This design comes from an exercise in tuning for a short achievable clock period and few clock cycles on the open sky130 flow, not from production work. No functional check of the RTL was part of any run shown here. No activity file was given, so power comes from the tool's default toggle rates.

==> design/flow/design.v <==
`timescale 1ns/1ps
module dcache_ctrl #(
    parameter int INDEX_BITS = 4
) (
    input  logic         clk_i,
    input  logic         rst_i,
    input  logic         cpu_req_i,
    input  logic         cpu_we_i,
    input  logic [31:0]  cpu_addr_i,
    input  logic [31:0]  cpu_data_i,
    output logic [31:0]  cpu_data_o,
    output logic         cpu_stall_o,
    output logic         mem_req_o,
    output logic         mem_we_o,
    output logic [31:0]  mem_addr_o,
    output logic [127:0] mem_data_o,
    input  logic [127:0] mem_data_i,
    input  logic         mem_ack_i
);
    localparam int LINES    = 1 << INDEX_BITS;
    localparam int TAG_BITS = 28 - INDEX_BITS;
    typedef enum logic [1:0] {S_IDLE, S_HIT, S_WRITEBACK, S_ALLOCATE} state_t;
    state_t                r_state;
    logic [LINES-1:0]      r_valid;
    logic [LINES-1:0]      r_dirty;
    logic [TAG_BITS-1:0]   r_tag  [LINES];
    logic [127:0]          r_data [LINES];
    logic                  r_lb_valid;
    logic [27:0]           r_lb_line;
    logic [127:0]          r_lb_data;
    logic [TAG_BITS-1:0]   r_victim_tag;
    logic [INDEX_BITS-1:0] w_index;
    logic [TAG_BITS-1:0]   w_tag;
    logic [1:0]            w_word;
    logic                  w_fast_hit;
    logic                  w_lookup;
    logic                  w_hit;
    logic                  w_victim_dirty;
    logic                  w_wb_done;
    logic                  w_fill_done;
    logic                  w_store_hit;
    logic [127:0]          w_fill_line;
    logic                  w_unused;
    assign w_word   = cpu_addr_i[3:2];
    assign w_index  = cpu_addr_i[INDEX_BITS+3:4];
    assign w_tag    = cpu_addr_i[31:INDEX_BITS+4];
    assign w_unused = ^cpu_addr_i[1:0];
    assign w_fast_hit     = r_lb_valid && (r_lb_line == cpu_addr_i[31:4]);
    assign w_lookup       = (r_state == S_IDLE) && cpu_req_i && !w_fast_hit;
    assign w_hit          = r_valid[w_index] && (r_tag[w_index] == w_tag);
    assign w_victim_dirty = r_valid[w_index] && r_dirty[w_index];
    assign w_wb_done   = (r_state == S_WRITEBACK) && mem_ack_i;
    assign w_fill_done = (r_state == S_ALLOCATE) && mem_ack_i;
    assign w_store_hit = cpu_req_i && cpu_we_i &&
                         (((r_state == S_IDLE) && w_fast_hit) || (r_state == S_HIT));
    assign cpu_stall_o = cpu_req_i && !(((r_state == S_IDLE) && w_fast_hit) ||
                                        (r_state == S_HIT) || w_fill_done);
    assign cpu_data_o  = mem_ack_i ? mem_data_i[{w_word, 5'b00000} +: 32]
                                   : r_lb_data[{w_word, 5'b00000} +: 32];
    assign mem_req_o   = (r_state == S_WRITEBACK) || (r_state == S_ALLOCATE);
    assign mem_we_o    = (r_state == S_WRITEBACK);
    assign mem_addr_o  = {(r_state == S_WRITEBACK) ? r_victim_tag : w_tag, w_index, 4'b0000};
    assign mem_data_o  = r_lb_data;
    always_comb begin
        w_fill_line = mem_data_i;
        if (cpu_we_i) w_fill_line[{w_word, 5'b00000} +: 32] = cpu_data_i;
    end
    always_ff @(posedge clk_i or posedge rst_i) begin
        if (rst_i) begin
            r_state    <= S_IDLE;
            r_lb_valid <= 1'b0;
        end else begin
            case (r_state)
                S_IDLE: if (w_lookup) begin
                    r_lb_valid <= w_hit;
                    r_state    <= w_hit ? S_HIT : (w_victim_dirty ? S_WRITEBACK : S_ALLOCATE);
                end
                S_HIT:       r_state <= S_IDLE;
                S_WRITEBACK: if (mem_ack_i) r_state <= S_ALLOCATE;
                S_ALLOCATE:  if (mem_ack_i) begin
                    r_lb_valid <= 1'b1;
                    r_state    <= S_IDLE;
                end
                default:     r_state <= S_IDLE;
            endcase
        end
    end
    always_ff @(posedge clk_i or posedge rst_i) begin
        if (rst_i) begin
            r_valid <= '0;
            r_dirty <= '0;
        end else if (w_fill_done) begin
            r_valid[w_index] <= 1'b1;
            r_dirty[w_index] <= cpu_we_i;
        end else if (w_wb_done) begin
            r_dirty[w_index] <= 1'b0;
        end else if (w_store_hit) begin
            r_dirty[w_index] <= 1'b1;
        end
    end
    always_ff @(posedge clk_i) begin
        if (w_fill_done) begin
            r_data[w_index] <= w_fill_line;
            r_tag[w_index]  <= w_tag;
        end else if (w_store_hit) begin
            r_data[w_index][{w_word, 5'b00000} +: 32] <= cpu_data_i;
        end
    end
    always_ff @(posedge clk_i) begin
        if (w_lookup) begin
            r_lb_line    <= cpu_addr_i[31:4];
            r_lb_data    <= r_data[w_index];
            r_victim_tag <= r_tag[w_index];
        end else if (w_fill_done) begin
            r_lb_data    <= w_fill_line;
        end else if (w_store_hit) begin
            r_lb_data[{w_word, 5'b00000} +: 32] <= cpu_data_i;
        end
    end
endmodule
==> design/flow/run.sh <==
#!/bin/bash
# synth_recipe.tcl (not shown) runs the flow's synth.tcl, then flattens the netlist and writes it again
# the make line also repeats each setting of config.mk as NAME=value (left out here)
make -C /OpenROAD-flow-scripts/flow DESIGN_CONFIG=/design/flow/config.mk WORK_HOME=/design/flow/orfs CLKGATE_MAP_FILE= SYNTH_SCRIPT=/design/flow/synth_recipe.tcl finish
==> design/flow/config.mk <==
export PLATFORM = sky130hd
export DESIGN_NAME = dcache_ctrl
export DESIGN_NICKNAME = dcache_ctrl
export VERILOG_FILES = /design/flow/design.v
export SDC_FILE = /design/flow/constraint.sdc
export NUM_CORES = 4
export LEC_CHECK = 0
export CAP_MARGIN = 20
export CORE_MARGIN = 2
export CORE_UTILIZATION = 65
export PLACE_DENSITY = 0.75
export SETUP_SLACK_MARGIN = 3.0
export SLEW_MARGIN = 20
export TNS_END_PERCENT = 5
==> design/flow/constraint.sdc <==
create_clock -name core_clock -period 7.0 [get_ports {clk_i}]
set_input_delay 1.4000 -clock core_clock [delete_from_list [all_inputs] [get_ports {clk_i}]]
set_output_delay 1.4000 -clock core_clock [all_outputs]
set_load 0.01 [all_outputs]
==> results of run 1 <==
[routing by layer]
| metal | up-vias | part of all wire, % |
|---|---|---|
| met2 | 6240 | 45 |
| li1 | 24300 | - |
| met5 | - | 0.071 |
| met3 | 1192 | 16 |
| met1 | 33300 | 33 |
| met4 | 32 | 6.1 |
[kinds of logic after synthesis]
| family | count (synthesis) |
|---|---|
| multiplexers | 907 |
| flip-flops | 2647 |
| AND/OR/NAND/NOR | 722 |
| other | 1 |
| AO/OA/AOI/OAI | 717 |
| XOR/XNOR | 46 |
| buffers and inverters | 417 |
| adder cells (fa/ha/maj) | 9 |
[flip-flops by register name, summed over array words and instances, names as in the netlist]
signal and count:
r_state 2, r_tag 384, r_lb_valid 1, r_lb_line 28
r_victim_tag 24, r_lb_data 128, r_data 2048, r_dirty 16
r_valid 16
[cell type report]
| cell class | count | area (um2) |
|---|---|---|
| diodes | 17 | 42.5 |
| clock buffers | 342 | 7410 |
| clock inverters | 127 | 951 |
| fillers | 8816 | 39000 |
| inverters | 27 | 125 |
| multi-input cells | 2406 | 29000 |
| flip-flops and latches | 2647 | 79300 |
| well taps | 2204 | 2760 |
| repair buffers | 759 | 8010 |
[path summary, 6_finish.rpt]
path | to | cells after the start
setup / recovery | cpu_stall_o | 8
hold / removal | r_valid[14] | 1
setup reg to reg | r_data[6][43] | 9
hold reg to reg | r_valid[14] | 1
max in group asynchronous | r_state[0] | 3
min in group asynchronous | r_valid[14] | 3
[power groups by stage]
stage / sequential [mW] / clock (mW) / combinational (mW)
4_1_cts: 19.3 / 14.0 / 5.74
6_report: 19.4 / 14.0 / 6.05
3_3_place_gp: 19.6 / 0 / 5.45
3_5_place_dp: 19.6 / 0 / 5.55
5_1_grt: 19.4 / 14.6 / 6.22
2_1_floorplan: 19.2 / 0 / 2.93
[cells in the final DEF, fill, tap and decap left out, types with 40 or more instances in the layout]
| cell type | instances |
|---|---|
| clkdlybuf4s50_1 | 183 |
| a221oi_1 | 182 |
| clkinv_1 | 56 |
| dlymetal6s2s_1 | 102 |
| buf_4 | 269 |
| nor2_4 | 84 |
| nor2_1 | 42 |
| a22oi_1 | 45 |
| nand2_1 | 411 |
| clkbuf_1 | 52 |
| clkbuf_16 | 294 |
| mux4_2 | 773 |
| o21ai_0 | 102 |
| edfxtp_1 | 2612 |
| nor2b_1 | 40 |
| mux2i_1 | 86 |
| o31ai_1 | 82 |
| a21oi_1 | 49 |
| clkinv_2 | 50 |
[metrics by stage]
stage / utilization, % / hold slack, ns / area [um2]
after floorplan: - / 0.423 / 110000
after global placement: 70.2 / 0.432 / 117000
after detailed placement: 70.2 / 0.440 / 117000
after CTS: 75.9 / 0.453 / 126000
after global routing: 76.6 / 0.464 / 128000
final: 76.6 / 0.450 / 128000
[repair_timing]
item                        CTS  global route
hold buffers                  0             0
pin swaps                    17            19
setup buffers                27            46
gates resized for setup     258           265
cloned                       28             8
setup endpoints to repair  4752          1559
==> run notes, run 1 <==
- Outcome: timing/DRC/antenna clean
- Min-Delay Path Class: flip-flop to flip-flop
- Drt pass-1 iters: 9
- Worst slew pin tran: ~1.2 ns
- Simple-Gate Fraction of Synth Area: roughly 2.8%
- Most area-consuming cells after synthesis: edfxtp_1, mux4_2, nand2_1
- Sum of negative setup slack: 0 ns
- Total of max-cap violations: 0
- Power, Total: 39.5 mW
- Leakage: between 40 and 50 nW
- Hold Vio Cnt, Final: 0
- Pint: 29.0 mW
- Leading post-synthesis cells by instance count: edfxtp_1, mux4_2, nand2_1
- Area delta synth->final: 17.3%
- Slew margin rel.: approximately a fifth
- Startpoint Class: input pin
- Largest net degree at the start of global routing: 190
- GRT busiest layer: met2
- Slowest CP cell: nor4_4
- Main synth FF type: edfxtp_1
- Total gr overflow: 0
- Post-synthesis sequential area ratio: between 70% and 80%
- Port bufs: 385
- Reg-to-reg startpoint: r_lb_line[14]
- Kind of critical path: input pin to output port
- Clock Latency Late Sink: approximately 0.95 ns
- Placed insts: between 7000 and 8000
- Worst endpoint required time: roughly 5.6 ns
- CTS tree: yes
- Hold_sp: r_valid[14]
- Htree depth: 5
- Mean post-synth cell area: roughly 20 um2
- Count leader, synth: edfxtp_1
- Global placer's final weighted congestion: between 0.9 and 1
- Biggest area consumer among synthesized cells: edfxtp_1
- Combinational share of power: 15.3%
- Clock power share: roughly 36%
- Fraction of layout cells with a size suffix above 1: ~29%
- RSZ-0062 raised after global routing: true
- Die width: just over 400 um
- CP max stage delay: 0.49 ns
- Vias in the first global route: slightly above 60000
- Worst path cell trace: buf_8 > buf_12 > xnor2_4 > nand4_1 > nor4_4 > a41oi_4 > o211a_1 > buf_2
- CP Buf/Inv Count: 3
- Synth Area in Compound Gates: 4.72%
- Synthesized area: between 100000 and 150000 um2
- Setup WS pre-CTS: between 0.8 and 0.9 ns
- EDFF count, synth: about 2600
- Post-route minimum period: roughly 4.6 ns
- Root Driver: clkbuf_16
- Met3 GRT Util: 15.5%
- Number of remaining DRC errors: 0
- Tot GR Track Use: around two fifths
- Worst Path Arrival: between 3 and 4 ns
- Synth Area in XOR/XNOR: 0.377%
- CP max FO: 2
- Net switching power: 10.4 mW
- Yosys warns: 1
- Pwr/cell area: 309 nW/um2
- Via count: between 60000 and 70000
- CTS Sinks: around 2600
- Crit path from: cpu_addr_i[18]
- Chip height: slightly above 400 um
- Asr flop ratio synth: under 10%
- Boundary Pins: roughly 390
- Wire length per cell: roughly 41 um
- Met2 usage: ~61%
- Worst-path clk slew: 0.06 ns
- Maximum clock path buffer count: 4
- Worst Slack Setup Final: between 2 and 2.5 ns
- First-pass GRT wire length: ~480 mm
- IR drop worst, VDD: 0.269 mV
- Final net count: approximately 6300
- CP top delay family: simple AND/OR/NAND/NOR gates
- Final setup fails: 0
- Crit end category: output port
- Synth top area share: around 70%
- Starting Density: 65.3%
- Setup slack, reg-to-reg: 2.84 ns
- Sequential share of power: 49.2%
- Post-route insts no fill: ~8500
- Met1 Track Usage GR: a little over half
- CTS Buf Count: 279
- Final Slew Violations: 0
- Die Area: around 170000 um2
- Site Rows: 150
- Largest family of logic cells by synthesized area: multiplexers
- Final WL: around 350 mm
- Placed wire-length estimate: a little under 200 mm
- Switching Fraction: a little over a quarter
- Highest Clock Rate: 0.219 GHz
- Adder-Cell Fraction of Synth Area: less than 1%
- Mux cell area share after synthesis: ~17%
- Seq cells post-synth: roughly 2600
- Crit share post-route: between 60% and 70%
- Core ar.: about 170000 um2
- DR iter-0 viols: ~12000
- Clock Skews: roughly 0.054 ns
- Count of cell types in the netlist: between 70 and 80
- Routed Antenna Nets: 0
- Initial antenna violation count: 34
- Average vias per placed instance: about 7.6
- Synthesized instance count: roughly 5500
==> run 2: changes to the inputs <==
--- a/design/flow/design.v
+++ b/design/flow/design.v
@@ -1,4 +1,22 @@
 `timescale 1ns/1ps
+module dcache_xnor2 (input logic a, input logic b, output logic y);
+    assign y = ~(a ^ b);
+endmodule
+module dcache_nand4 (input logic a, input logic b, input logic c, input logic d,
+                     output logic y);
+    assign y = ~(a & b & c & d);
+endmodule
+module dcache_nor2 (input logic a, input logic b, output logic y);
+    assign y = ~(a | b);
+endmodule
+module dcache_a41oi (input logic a1, input logic a2, input logic a3, input logic a4,
+                     input logic b1, output logic y);
+    assign y = ~((a1 & a2 & a3 & a4) | b1);
+endmodule
+module dcache_a22oi (input logic a1, input logic a2, input logic b1, input logic b2,
+                     output logic y);
+    assign y = ~((a1 & a2) | (b1 & b2));
+endmodule
 module dcache_ctrl #(
     parameter int INDEX_BITS = 4
 ) (
@@ -45,18 +63,49 @@
     assign w_index  = cpu_addr_i[INDEX_BITS+3:4];
     assign w_tag    = cpu_addr_i[31:INDEX_BITS+4];
     assign w_unused = ^cpu_addr_i[1:0];
-    assign w_fast_hit     = r_lb_valid && (r_lb_line == cpu_addr_i[31:4]);
+    logic [27:0]           w_eq;
+    logic [6:0]            w_grp_ne;
+    logic [3:0]            w_pair_eq;
+    logic                  w_not_done;
+    logic                  r_no_fast;
+    for (genvar k = 0; k < 28; k++) begin : g_eq
+        dcache_xnor2 u_x (.a(cpu_addr_i[4+k]), .b(r_lb_line[k]), .y(w_eq[k]));
+    end
+    for (genvar j = 0; j < 7; j++) begin : g_grp
+        dcache_nand4 u_n (.a(w_eq[4*j]), .b(w_eq[4*j+1]), .c(w_eq[4*j+2]), .d(w_eq[4*j+3]),
+                          .y(w_grp_ne[j]));
+    end
+    for (genvar m = 0; m < 3; m++) begin : g_pair
+        dcache_nor2 u_o (.a(w_grp_ne[2*m]), .b(w_grp_ne[2*m+1]), .y(w_pair_eq[m]));
+    end
+    dcache_nor2 u_o3 (.a(w_grp_ne[6]), .b(r_no_fast), .y(w_pair_eq[3]));
+    assign w_fast_hit = &w_pair_eq;
+    assign w_not_done = cpu_req_i && (r_state != S_HIT) && !((r_state == S_ALLOCATE) && mem_ack_i);
+    dcache_a41oi u_stall (.a1(w_pair_eq[0]), .a2(w_pair_eq[1]), .a3(w_pair_eq[2]),
+                          .a4(w_pair_eq[3]), .b1(!w_not_done), .y(cpu_stall_o));
     assign w_lookup       = (r_state == S_IDLE) && cpu_req_i && !w_fast_hit;
     assign w_hit          = r_valid[w_index] && (r_tag[w_index] == w_tag);
     assign w_victim_dirty = r_valid[w_index] && r_dirty[w_index];
     assign w_wb_done   = (r_state == S_WRITEBACK) && mem_ack_i;
     assign w_fill_done = (r_state == S_ALLOCATE) && mem_ack_i;
     assign w_store_hit = cpu_req_i && cpu_we_i &&
-                         (((r_state == S_IDLE) && w_fast_hit) || (r_state == S_HIT));
-    assign cpu_stall_o = cpu_req_i && !(((r_state == S_IDLE) && w_fast_hit) ||
-                                        (r_state == S_HIT) || w_fill_done);
-    assign cpu_data_o  = mem_ack_i ? mem_data_i[{w_word, 5'b00000} +: 32]
-                                   : r_lb_data[{w_word, 5'b00000} +: 32];
+                         (w_fast_hit || (r_state == S_HIT));
+    logic [3:0] w_sel_lb;
+    logic [3:0] w_sel_mem;
+    always_comb begin
+        for (int w = 0; w < 4; w++) begin
+            w_sel_lb[w]  = !mem_ack_i && (w_word == w);
+            w_sel_mem[w] = mem_ack_i && (w_word == w);
+        end
+    end
+    for (genvar b = 0; b < 32; b++) begin : g_rd
+        logic [3:0] t;
+        for (genvar w = 0; w < 4; w++) begin : g_w
+            dcache_a22oi u_t (.a1(w_sel_lb[w]), .a2(r_lb_data[32*w+b]),
+                              .b1(w_sel_mem[w]), .b2(mem_data_i[32*w+b]), .y(t[w]));
+        end
+        dcache_nand4 u_o (.a(t[0]), .b(t[1]), .c(t[2]), .d(t[3]), .y(cpu_data_o[b]));
+    end
     assign mem_req_o   = (r_state == S_WRITEBACK) || (r_state == S_ALLOCATE);
     assign mem_we_o    = (r_state == S_WRITEBACK);
     assign mem_addr_o  = {(r_state == S_WRITEBACK) ? r_victim_tag : w_tag, w_index, 4'b0000};
@@ -84,6 +133,29 @@
                 default:     r_state <= S_IDLE;
             endcase
         end
+    end
+    logic w_next_idle;
+    logic w_next_lb_valid;
+    always_comb begin
+        w_next_idle     = 1'b0;
+        w_next_lb_valid = r_lb_valid;
+        case (r_state)
+            S_IDLE: begin
+                w_next_idle = !w_lookup;
+                if (w_lookup) w_next_lb_valid = w_hit;
+            end
+            S_HIT:       w_next_idle = 1'b1;
+            S_WRITEBACK: w_next_idle = 1'b0;
+            S_ALLOCATE:  begin
+                w_next_idle = mem_ack_i;
+                if (mem_ack_i) w_next_lb_valid = 1'b1;
+            end
+            default:     w_next_idle = 1'b1;
+        endcase
+    end
+    always_ff @(posedge clk_i or posedge rst_i) begin
+        if (rst_i) r_no_fast <= 1'b1;
+        else       r_no_fast <= !(w_next_idle && w_next_lb_valid);
     end
     always_ff @(posedge clk_i or posedge rst_i) begin
         if (rst_i) begin
--- a/design/flow/config.mk
+++ b/design/flow/config.mk
@@ -11,4 +11,5 @@
 export PLACE_DENSITY = 0.75
 export SETUP_SLACK_MARGIN = 3.0
 export SLEW_MARGIN = 20
+export SYNTH_HIERARCHICAL = 1
 export TNS_END_PERCENT = 5
==> run 2 against run 1 <==
Area after synthesis up 0.31%. Worst setup slack worse by 0.20 ns. Clock-buffer cell count up 9. Hold slack about the same. Synthesized cell count up 2.0%. First-iteration DRC count down 2.2%. Utilization up 0.46 points. Design area up 0.83%. Highest routed layer unchanged.
==> run notes, run 2 <==
- Outcome: timing/DRC/antenna clean
- Largest Register: r_data
- Site Rows: 150 (unchanged)
- R2r endpoint: r_data[3][6]
- Fraction of layout cells with a size suffix above 1: 29.8% (+1.1 points)
- Maximum clock path buffer count: 4 (unchanged)
- EDFF count, synth: 2612 (unchanged)
- Boundary Pins: 392 (unchanged)
- Hold EP: r_valid[10]
- Final Slew Violations: 0 (unchanged)
- Seq cells post-synth: 2648 (+0.038%)
- First-pass GRT wire length: 491 mm (+2.4%)
- Wire length per cell: 41.1 um (-0.48%)
- Leakage: 41.6 nW (-1.7%)
- RSZ-0062 raised after global routing: true
- Sum of negative setup slack: 0 ns (unchanged)
- Kind of critical path: input pin to output port
- Vias in the first global route: 63400 (+1.7%)
- CTS Sinks: 2648 (+0.038%)
- Hold Vio Cnt, Final: 0 (unchanged)
- Routed Antenna Nets: 0 (unchanged)
- Count of cell types in the netlist: 63 (-11%)
- Final setup fails: 0 (unchanged)
- Startpoint Class: input pin
- Pwr/cell area: 314 nW/um2 (+1.5%)
- Crit end category: output port
- Reg2Reg Depth: 11 (+2)
- Placed insts: 8075 (+1.8%)
- Setup WS pre-CTS: 0.840 ns (-0.0429 ns)
- Post-synthesis sequential area ratio: 72.7% (-0.20 points)
- Global placer's final weighted congestion: 1.00 (+2.1%)
- Slew margin rel.: 21.8% (+1.4 points)
- Worst Slack Setup Final: 2.24 ns (-0.201 ns)
- Post-route insts no fill: 8747 (+2.6%)
- Synthesized instance count: 5578 (+2.0%)
- Starting Density: 65.4% (about the same)
- Worst slew pin tran: 1.17 ns (-0.0223 ns)
- Total of max-cap violations: 0 (unchanged)
- CTS tree: yes
- Post-route minimum period: 4.76 ns (+0.201 ns)
- Worst Path Arrival: 3.36 ns (+0.20 ns)
- Max reg flops: 2048 (unchanged)
- Biggest area consumer among synthesized cells: edfxtp_1
- Most area-consuming cells after synthesis: edfxtp_1, mux4_2, a22oi_2
- CTS Buf Count: 282 (+1.1%)
- Largest net degree at the start of global routing: 147 (-23%)
- Total gr overflow: 0 (unchanged)
- Asr flop ratio synth: 1.36% (+0.037 points)
- Commonest non-fill, non-tap cells in the layout: edfxtp_1, mux4_2, nand2_1
- Mean post-synth cell area: 19.6 um2 (-1.7%)
- Clock Latency Late Sink: 0.96 ns (about the same)
- Final net count: 6521 (+3.1%)
- Highest Clock Rate: 0.210 GHz (-4.2%)
- Final Util: 77.0% (+0.46 points)
- Worst endpoint required time: 5.60 ns (about the same)
- CTS Hold Buffers Added: 0 (unchanged)
- DR iter-0 viols: 12000 (-2.2%)
- Worst-path clk slew: 0.06 ns (about the same)
- CP max FO: 6 (+4)
- Number of remaining DRC errors: 0 (unchanged)
- WHS Path Cells: 1 (unchanged)
- Leading post-synthesis cells by instance count: edfxtp_1, mux4_2, nand2_1
- Synthesized area: 109000 um2 (+0.31%)
- Synth top area share: 71.8% (-0.22 points)
- Final WL: 359 mm (+2.1%)
- Yosys warns: 7 (+6)
- Port bufs: 385 (unchanged)
- Reg-to-reg startpoint: r_lb_line[6]
- Tot GR Track Use: 42.3% (+1.1 points)
- Core ar.: 167000 um2 (+0.23%)
- IR drop worst, VDD: 0.318 mV (+18%)
- Layout fillers: 8898 (+0.93%)
- Average vias per placed instance: 7.55 (-0.99%)
- Hold_sp: r_valid[10]
- Largest regs: r_data (2048), r_tag (384), r_lb_data (128)
- Area delta synth->final: 17.9%
- Initial antenna violation count: 51 (+50%)
- Via count: 66000 (+1.5%)
- Die width: 414 um (+0.15%)
- Count leader, synth: edfxtp_1
- Die Area: 171000 um2 (+0.31%)
- Placed wire-length estimate: 208 mm (+5.8%)
- Chip height: 414 um (+0.15%)
- Drt pass-1 iters: 11 (+2)
- Min-Delay Path Class: flip-flop to flip-flop
- Htree depth: 5 (unchanged)
- Clock Skews: 0.0465 ns (-0.00750 ns)
- Setup slack, reg-to-reg: 2.94 ns (+0.10 ns)
- Root Driver: clkbuf_16
- Main synth FF type: edfxtp_1
- Most common cell after layout, fill and taps aside: edfxtp_1
- Crit share post-route: 68.0% (+2.9 points)
run 2: changes by cell type after synthesis, sizes merged, moves of 38 or more:
cell    previous run  this run
a221oi           182        72
nor2             130       174
mux4             785       747
o22ai             45       164
o21ai            161       199
nand2            437       332
a22oi             45       166
a21oi             50        94
inv               24       123
nand4              6        48
run 2: logic make-up (layout without fill, tap and decap cells):
group | Yosys count | in the layout | synth area share, %
DFF | 2648 | 2648 | 72.7
AOI/OAI and AO/OA | 876 | 876 | 5.95
muxes | 838 | 838 | 16.3
and+or+nand+nor | 651 | 653 | 2.56
buffers and inverters | 491 | 1406 | 1.88
xor gates and xnor gates | 56 | 56 | 0.449
adders and majority gates | 17 | 17 | 0.195
other | 1 | 49 | 0.00344
run 2: what timing repair did:
item	4_1_cts	5_1_grt
setup buffers	75	38
setup endpoints to repair	4275	767
pin swaps	97	64
gates resized for setup	458	44
gates cloned	35	2
run 2: layout make-up:
type	instances	area, um2	area share (%)
clock buffers	351	7550	5.86
diodes	45	113	0.0875
inverters	124	517	0.402
repair buffers	805	8260	6.42
multi-input cells	2444	29100	22.6
repair inverters	2	17.5	0.0136
well taps	2204	2760	2.14
flip-flops and latches	2648	79300	61.7
clock inverters	124	1010	0.786
run 2: how the worst max path moves through the flow:
| stage | start | depth (start not counted) | endpoint |
|---|---|---|---|
| finish | cpu_addr_i[2] | 9 | cpu_data_o[10] |
| global route | cpu_addr_i[2] | 8 | cpu_data_o[15] |
| CTS | cpu_addr_i[2] | 7 | cpu_data_o[17] |
| detailed placement | cpu_addr_i[3] | 8 | cpu_data_o[9] |
| global placement | cpu_addr_i[3] | 8 | cpu_data_o[6] |
| floorplan | cpu_addr_i[4] | 9 | r_data[0][0] |
run 2: stage by stage:
step           total power [mW]  hold WS [ns]  instance area [um2]
5_1_grt                    41.1         0.471               129000
3_3_place_gp               25.6         0.433               117000
3_5_place_dp               25.7         0.439               117000
2_1_floorplan              22.4         0.423               109000
6_report                   40.4         0.449               129000
4_1_cts                    39.9         0.451               128000
run 2: worst max-delay path, stage by stage:
cell and delay (ns):
buf_16 0.14, ha_4 0.18, nor2b_4 0.13, buf_6 0.11
buf_6 0.11, buf_4 0.14, a22oi_2 0.51, nand4_1 0.35
buf_2 0.25
run 2: per-layer routing:
metal | global-route usage (%) | part of all wire (%)
met5 | 0.480 | 0.14
met4 | 26.8 | 8.2
met3 | 17.4 | 15
met2 | 61.7 | 45
met1 | 53.0 | 32
run 2: power breakdown:
| group | switching [mW] | internal [mW] | leakage (nW) |
|---|---|---|---|
| Combinational | 4.05 | 2.49 | 13.3 |
| Sequential | 0.990 | 18.6 | 24.1 |
| Clock | 6.00 | 8.23 | 4.19 |
run 2: Yosys stat by module (local to each module, per instance):
module,flops+latches,cells inside,copies in the design
dcache_ctrl,2648,5378,1
dcache_a41oi,0,1,1
dcache_a22oi,0,1,128
dcache_xnor2,0,1,28
dcache_nand4,0,1,39
dcache_nor2,0,1,4

afterwards: timing with drivers on the ports:
No port has a modelled driver above. Below, the same layouts with a new extraction and two added sets of constraints. Step 1, drivers: a clkbuf_16 drives clk_i and a buf_2 each remaining input, both assumed. Step 2 moves the port delays by t, midway between the first and last clock arrival at a register: inputs arrive t later, outputs are due t later. That takes back most of the time a late clock gives input paths. a / b / c = ideal ports / drivers / drivers and shift; a / b = the first two.
run | t, ns | slack for setup (ns) | worst setup path after step 2 | latest minus earliest clock arrival (ns) | slew at the worst register clock pin (ns)
run 1 | 1.021 | 2.438 / 2.303 / 1.608 | input to register | 0.056 / 0.056 | 0.07 / 0.07
run 2 | 1.026 | 2.238 / 2.010 / 1.623 | input to register | 0.050 / 0.051 | 0.07 / 0.07
After both steps setup and hold are still met in every run listed. The setup slack of run 1, which loses most, moves by -0.135 ns with the drivers and by -0.830 ns with both steps.
